Background: an optimization exercise with open tools, aiming at small area, a short achievable clock period and few clock cycles per item. Do not read the settings as production practice. Power figures rest on the tool's default switching activity, not on a simulated workload.

the baseline:
==> module instrDecode, before the edit <==
module instrDecode (
    input  logic                             clk,
    input  logic                             rstN,
    input  logic                             inValid,
    output logic                             inReady,
    input  logic [31:0]                      instr,
    input  logic [31:0]                      rsValue,
    input  logic [31:0]                      rtValue,
    output logic                             downValid,
    input  logic                             downReady,
    output logic [mipsPkg::aluOpWidth-1:0]   downAluOp,
    output logic [31:0]                      downPropagate,
    output logic [31:0]                      downGenerate,
    output logic [4:0]                       downShiftAmt,
    output logic [4:0]                       downDest,
    output logic                             downBranchTaken,
    output logic                             downIllegal
);
    logic [5:0]  op;
    logic [5:0]  fn;
    logic [4:0]  rtF;
    logic        isR;
    logic        isRegimm;
    logic [mipsPkg::aluOpWidth-1:0] aluOp;
    logic        branch;
    logic        illegal;
    logic        isLui;
    logic        useImm;
    logic        sub;
    logic [31:0] imm;
    logic [31:0] operandA;
    logic [31:0] operandAx;
    logic [31:0] operandB;
    logic        reverseB;
    logic [31:0] operandSel;
    logic [31:0] operandOrdered;
    logic        passB;
    logic [4:0]  shiftAmt;
    logic [4:0]  dest;
    logic        rsZero;
    logic        rsNeg;
    logic        eq;
    logic        taken;
    assign op  = instr[31:26];
    assign fn  = instr[5:0];
    assign rtF = instr[20:16];
    assign isR      = (op == mipsPkg::opRtype);
    assign isRegimm = (op == mipsPkg::opRegimm);
    always_comb begin
        aluOp   = mipsPkg::aluZero;
        branch  = 1'b0;
        illegal = 1'b0;
        if (isR) begin
            case (fn)
                mipsPkg::functAdd, mipsPkg::functAddu: aluOp = mipsPkg::aluAdd;
                mipsPkg::functSub, mipsPkg::functSubu: aluOp = mipsPkg::aluSub;
                mipsPkg::functAnd:  aluOp = mipsPkg::aluAnd;
                mipsPkg::functOr:   aluOp = mipsPkg::aluOr;
                mipsPkg::functXor:  aluOp = mipsPkg::aluXor;
                mipsPkg::functNor:  aluOp = mipsPkg::aluNor;
                mipsPkg::functSlt:  aluOp = mipsPkg::aluSlt;
                mipsPkg::functSltu: aluOp = mipsPkg::aluSltu;
                mipsPkg::functSll, mipsPkg::functSllv: aluOp = mipsPkg::aluSll;
                mipsPkg::functSrl, mipsPkg::functSrlv: aluOp = mipsPkg::aluSrl;
                mipsPkg::functSra, mipsPkg::functSrav: aluOp = mipsPkg::aluSra;
                default:            illegal = 1'b1;
            endcase
        end else begin
            case (op)
                mipsPkg::opAddi, mipsPkg::opAddiu: aluOp = mipsPkg::aluAdd;
                mipsPkg::opSlti:  aluOp = mipsPkg::aluSlt;
                mipsPkg::opSltiu: aluOp = mipsPkg::aluSltu;
                mipsPkg::opAndi:  aluOp = mipsPkg::aluAnd;
                mipsPkg::opOri:   aluOp = mipsPkg::aluOr;
                mipsPkg::opXori:  aluOp = mipsPkg::aluXor;
                mipsPkg::opLui:   aluOp = mipsPkg::aluSll;
                mipsPkg::opBeq, mipsPkg::opBne,
                mipsPkg::opBlez, mipsPkg::opBgtz: branch = 1'b1;
                mipsPkg::opRegimm: begin
                    if (rtF[4:1] == 4'd0) begin
                        branch = 1'b1;
                    end else begin
                        illegal = 1'b1;
                    end
                end
                default: illegal = 1'b1;
            endcase
        end
    end
    assign dest = (illegal || branch) ? 5'd0 : (isR ? instr[15:11] : rtF);
    assign isLui  = (op == mipsPkg::opLui);
    assign useImm = op[3];
    assign sub    = op[3] ? (op[1] && !op[2]) : (fn[5] && fn[1] && !fn[2]);
    assign imm    = {{16{instr[15] && !op[2]}}, instr[15:0]};
    assign reverseB = op[3] ? (op[2:0] == 3'b111) : (!fn[5] && !fn[1]);
    assign operandSel = useImm ? imm : rtValue;
    always_comb begin
        for (int i = 0; i < 32; i++) begin
            operandOrdered[i] = reverseB ? operandSel[31-i] : operandSel[i];
        end
    end
    assign operandB = operandOrdered ^ {32{sub}};
    assign passB    = op[3] ? (op[2:0] == 3'b111) : !fn[5];
    assign operandA = rsValue & {32{!passB}};
    assign operandAx = operandA ^ {32{sub}};
    assign shiftAmt = isLui ? 5'd16 : (fn[2] ? rsValue[4:0] : instr[10:6]);
    assign rsZero = (rsValue == 32'd0);
    assign rsNeg  = rsValue[31];
    assign eq     = (rsValue == rtValue);
    always_comb begin
        taken = 1'b0;
        if (isRegimm) begin
            taken = rtF[0] ? !rsNeg : rsNeg;
        end else begin
            case (op[1:0])
                2'b00: taken = eq;
                2'b01: taken = !eq;
                2'b10: taken = rsNeg || rsZero;
                2'b11: taken = !rsNeg && !rsZero;
            endcase
        end
        taken = taken && branch;
    end
    assign inReady = !downValid || downReady;
    always_ff @(posedge clk or negedge rstN) begin
        if (!rstN) begin
            downValid <= 1'b0;
        end else if (inReady) begin
            downValid <= inValid;
        end
    end
    always_ff @(posedge clk) begin
        if (inValid && inReady) begin
            downAluOp       <= aluOp;
            downPropagate   <= operandAx ^ operandOrdered;
            downGenerate    <= operandA & operandB;
            downShiftAmt    <= shiftAmt;
            downDest        <= dest;
            downBranchTaken <= taken;
            downIllegal     <= illegal;
        end
    end
endmodule
==> module mipsExecUnit, before the edit <==
module mipsExecUnit (
    input  logic                                clk,
    input  logic                                rstN,
    input  logic                                inValid,
    output logic                                inReady,
    input  logic [mipsPkg::dataWidth-1:0]       instr,
    input  logic [mipsPkg::dataWidth-1:0]       rsValue,
    input  logic [mipsPkg::dataWidth-1:0]       rtValue,
    output logic                                outValid,
    input  logic                                outReady,
    output logic [mipsPkg::dataWidth-1:0]       outData,
    output logic [mipsPkg::regAddrWidth-1:0]    outDest,
    output logic                                outWriteEn,
    output logic                                outBranchTaken,
    output logic                                outIllegal
);
    logic                               decValid;
    logic                               decReady;
    logic [mipsPkg::aluOpWidth-1:0]     decAluOp;
    logic [31:0]                        decPropagate;
    logic [31:0]                        decGenerate;
    logic [4:0]                         decShiftAmt;
    logic [4:0]                         decDest;
    logic                               decBranchTaken;
    logic                               decIllegal;
    logic [31:0]                        exeData;
    instrDecode uDecode (
        .clk             (clk),
        .rstN            (rstN),
        .inValid         (inValid),
        .inReady         (inReady),
        .instr           (instr),
        .rsValue         (rsValue),
        .rtValue         (rtValue),
        .downValid       (decValid),
        .downReady       (decReady),
        .downAluOp       (decAluOp),
        .downPropagate   (decPropagate),
        .downGenerate    (decGenerate),
        .downShiftAmt    (decShiftAmt),
        .downDest        (decDest),
        .downBranchTaken (decBranchTaken),
        .downIllegal     (decIllegal)
    );
    aluExecute uExecute (
        .aluOp    (decAluOp),
        .propagate(decPropagate),
        .generate_(decGenerate),
        .shiftAmt (decShiftAmt),
        .data     (exeData)
    );
    resultStage uResult (
        .clk            (clk),
        .rstN           (rstN),
        .upValid        (decValid),
        .upReady        (decReady),
        .upData         (exeData),
        .upDest         (decDest),
        .upBranchTaken  (decBranchTaken),
        .upIllegal      (decIllegal),
        .outValid       (outValid),
        .outReady       (outReady),
        .outData        (outData),
        .outDest        (outDest),
        .outWriteEn     (outWriteEn),
        .outBranchTaken (outBranchTaken),
        .outIllegal     (outIllegal)
    );
endmodule
clock: 5.0 ns
lec_check: 0
cap_margin: 20
core_margin: 2
core_utilization: 40
gpl_timing_driven: 1
setup_slack_margin: 2.2
slew_margin: 20
standard.sh (not shown) runs the stock make flow with config.mk's settings and CLKGATE_MAP_FILE= SYNTH_SCRIPT=/design/flow/synth_recipe.tcl, a recipe that flattens the netlist after the stock synthesis.
==> flow/flow/run.sh <==
#!/bin/bash
# Layout flow: the standard ORFS flow with these changes.
#  - Synthesis is the standard one except for the ABC script that maps the
#    combinational logic (flow/abc.script, &nf mapping).
#    Registers are mapped before ABC runs, so they are the standard ones.
#  - Port buffers are buf_1 cells instead of the delay cell buffer_ports picks.
#  - Clock tree synthesis adds no dummy loads to the clock tree.
set -euo pipefail
here=$(pwd)
flowdir=$(cd "$(dirname "${BASH_SOURCE[0]}")" && pwd)

# synth.tcl with the ABC script swapped
sed "s#  log_cmd abc {\*}\$abc_args#  set abc_args [lreplace \$abc_args 0 1 -script $flowdir/abc.script]\n  log_cmd abc {*}\$abc_args#" \
    "$FLOW_HOME/scripts/synth.tcl" > "$here/synth_custom_abc.tcl"
grep -q "abc.script" "$here/synth_custom_abc.tcl"
sed "s#source \$::env(SCRIPTS_DIR)/synth.tcl#source $here/synth_custom_abc.tcl#" \
    "$here/synth_recipe.tcl" > "$here/synth_recipe_custom.tcl"
grep -q "synth_custom_abc.tcl" "$here/synth_recipe_custom.tcl"
sed "s#SYNTH_SCRIPT=[^ ]*synth_recipe.tcl#SYNTH_SCRIPT=$here/synth_recipe_custom.tcl#" \
    "$here/standard.sh" > "$here/standard_custom.sh"
grep -q "synth_recipe_custom.tcl" "$here/standard_custom.sh"

bash "$here/standard_custom.sh" \
    BUFFER_PORTS_ARGS="-buffer_cell sky130_fd_sc_hd__buf_1" \
    CTS_ARGS="-sink_clustering_enable -repair_clock_nets -buf_list sky130_fd_sc_hd__clkbuf_8 -dont_use_dummy_load" \
    finish > "$here/flow_make.log" 2>&1
==> flow/flow/abc.script <==

&get -n
&st
&dch
&nf -D 3000
&put
topo
buffer -p
upsize -D 3000
dnsize -D 3000
What the candidate does differently from the baseline at the input level:
-- flow/design.v --
<<< the baseline, line 81
    logic [31:0] imm;
    logic [31:0] operandA;
    logic [31:0] operandAx;
    logic [31:0] operandB;
    logic        reverseB;
>>> the candidate, line 81
    logic [31:0] imm;
    logic [31:0] operandA;
    logic [31:0] operandB;
    logic        reverseB;
<<< the baseline, line 139
        end
    end
    assign dest = (illegal || branch) ? 5'd0 : (isR ? instr[15:11] : rtF);
    assign isLui  = (op == mipsPkg::opLui);
    assign useImm = op[3];
>>> the candidate, line 138
        end
    end
    assign dest = isR ? instr[15:11] : rtF;
    assign isLui  = (op == mipsPkg::opLui);
    assign useImm = op[3];
<<< the baseline, line 154
    assign passB    = op[3] ? (op[2:0] == 3'b111) : !fn[5];
    assign operandA = rsValue & {32{!passB}};
    assign operandAx = operandA ^ {32{sub}};
    assign shiftAmt = isLui ? 5'd16 : (fn[2] ? rsValue[4:0] : instr[10:6]);
    assign rsZero = (rsValue == 32'd0);
>>> the candidate, line 153
    assign passB    = op[3] ? (op[2:0] == 3'b111) : !fn[5];
    assign operandA = rsValue & {32{!passB}};
    assign shiftAmt = isLui ? 5'd16 : (fn[2] ? rsValue[4:0] : instr[10:6]);
    assign rsZero = (rsValue == 32'd0);
<<< the baseline, line 184
        if (inValid && inReady) begin
            downAluOp       <= aluOp;
            downPropagate   <= operandAx ^ operandOrdered;
            downGenerate    <= operandA & operandB;
            downShiftAmt    <= shiftAmt;
>>> the candidate, line 182
        if (inValid && inReady) begin
            downAluOp       <= aluOp;
            downPropagate   <= operandA ^ operandB;
            downGenerate    <= operandA & operandB;
            downShiftAmt    <= shiftAmt;
<<< the baseline, line 340
    logic                               decIllegal;
    logic [31:0]                        exeData;
    instrDecode uDecode (
        .clk             (clk),
>>> the candidate, line 338
    logic                               decIllegal;
    logic [31:0]                        exeData;
    logic [4:0]                         exeDest;
    instrDecode uDecode (
        .clk             (clk),
<<< the baseline, line 365
        .data     (exeData)
    );
    resultStage uResult (
        .clk            (clk),
>>> the candidate, line 364
        .data     (exeData)
    );
    assign exeDest = (decAluOp == mipsPkg::aluZero) ? 5'd0 : decDest;
    resultStage uResult (
        .clk            (clk),
<<< the baseline, line 371
        .upReady        (decReady),
        .upData         (exeData),
        .upDest         (decDest),
        .upBranchTaken  (decBranchTaken),
        .upIllegal      (decIllegal),
>>> the candidate, line 371
        .upReady        (decReady),
        .upData         (exeData),
        .upDest         (exeDest),
        .upBranchTaken  (decBranchTaken),
        .upIllegal      (decIllegal),
### Flow results
The candidate finished every stage and its layout cleared the timing, design-rule and antenna checks. Going from the baseline to the candidate, routed wire length on met3 went down by 1.6%, net switching power figure +2.3%. The candidate against the baseline: power density normalized to cell area went up by about 1.8%, via count went down by about 3.6%, switching part of the total power was more or less identical, setup slack went down by 0.085 ns, initial core utilization was more or less identical. Layout overhead on the synthesized area of the candidate is on par with the baseline. Relative to the baseline, non-clock buffer count in the final layout has gone down in the candidate. Lower cell count goes to the candidate over the baseline.
Function was not checked in any run of this note: the RTL went through the layout flow alone.

==> what the ideal ports hide <==
How much do the figures lean on ideal ports? The routed layouts below were timed once more, with nothing changed but the port constraints.
Step 1 (the two cells are an assumption about what drives the block):
set clk [get_ports {clk}]
set_driving_cell -lib_cell sky130_fd_sc_hd__clkbuf_16 $clk
set_driving_cell -lib_cell sky130_fd_sc_hd__buf_2 [delete_from_list [all_inputs] $clk]
Step 2, shift: input delay + t, output delay - t, t = (earliest + latest rising clock arrival at the registers) / 2. This alone moves slack from input paths to output paths.
a / b / c = no drivers / after step 1 / after step 2; a / b = the first two.
| run | t (ns) | setup slack, ns | worst hold slack (ns) | clock arrival spread, ns | worst slew at a driven data input, ns |
|---|---|---|---|---|---|
| the baseline | 0.485 | 2.225 / 2.225 / 1.851 | 0.315 / 0.297 / 0.420 | 0.038 / 0.039 | 0.05 |
| the candidate | 0.472 | 2.141 / 2.141 / 1.819 | 0.321 / 0.304 / 0.434 | 0.026 / 0.025 | 0.06 |
After both steps setup and hold are still met in every run listed. The setup slack of the baseline, which loses most, moves by 0.000 ns with the drivers and by -0.374 ns with both steps.
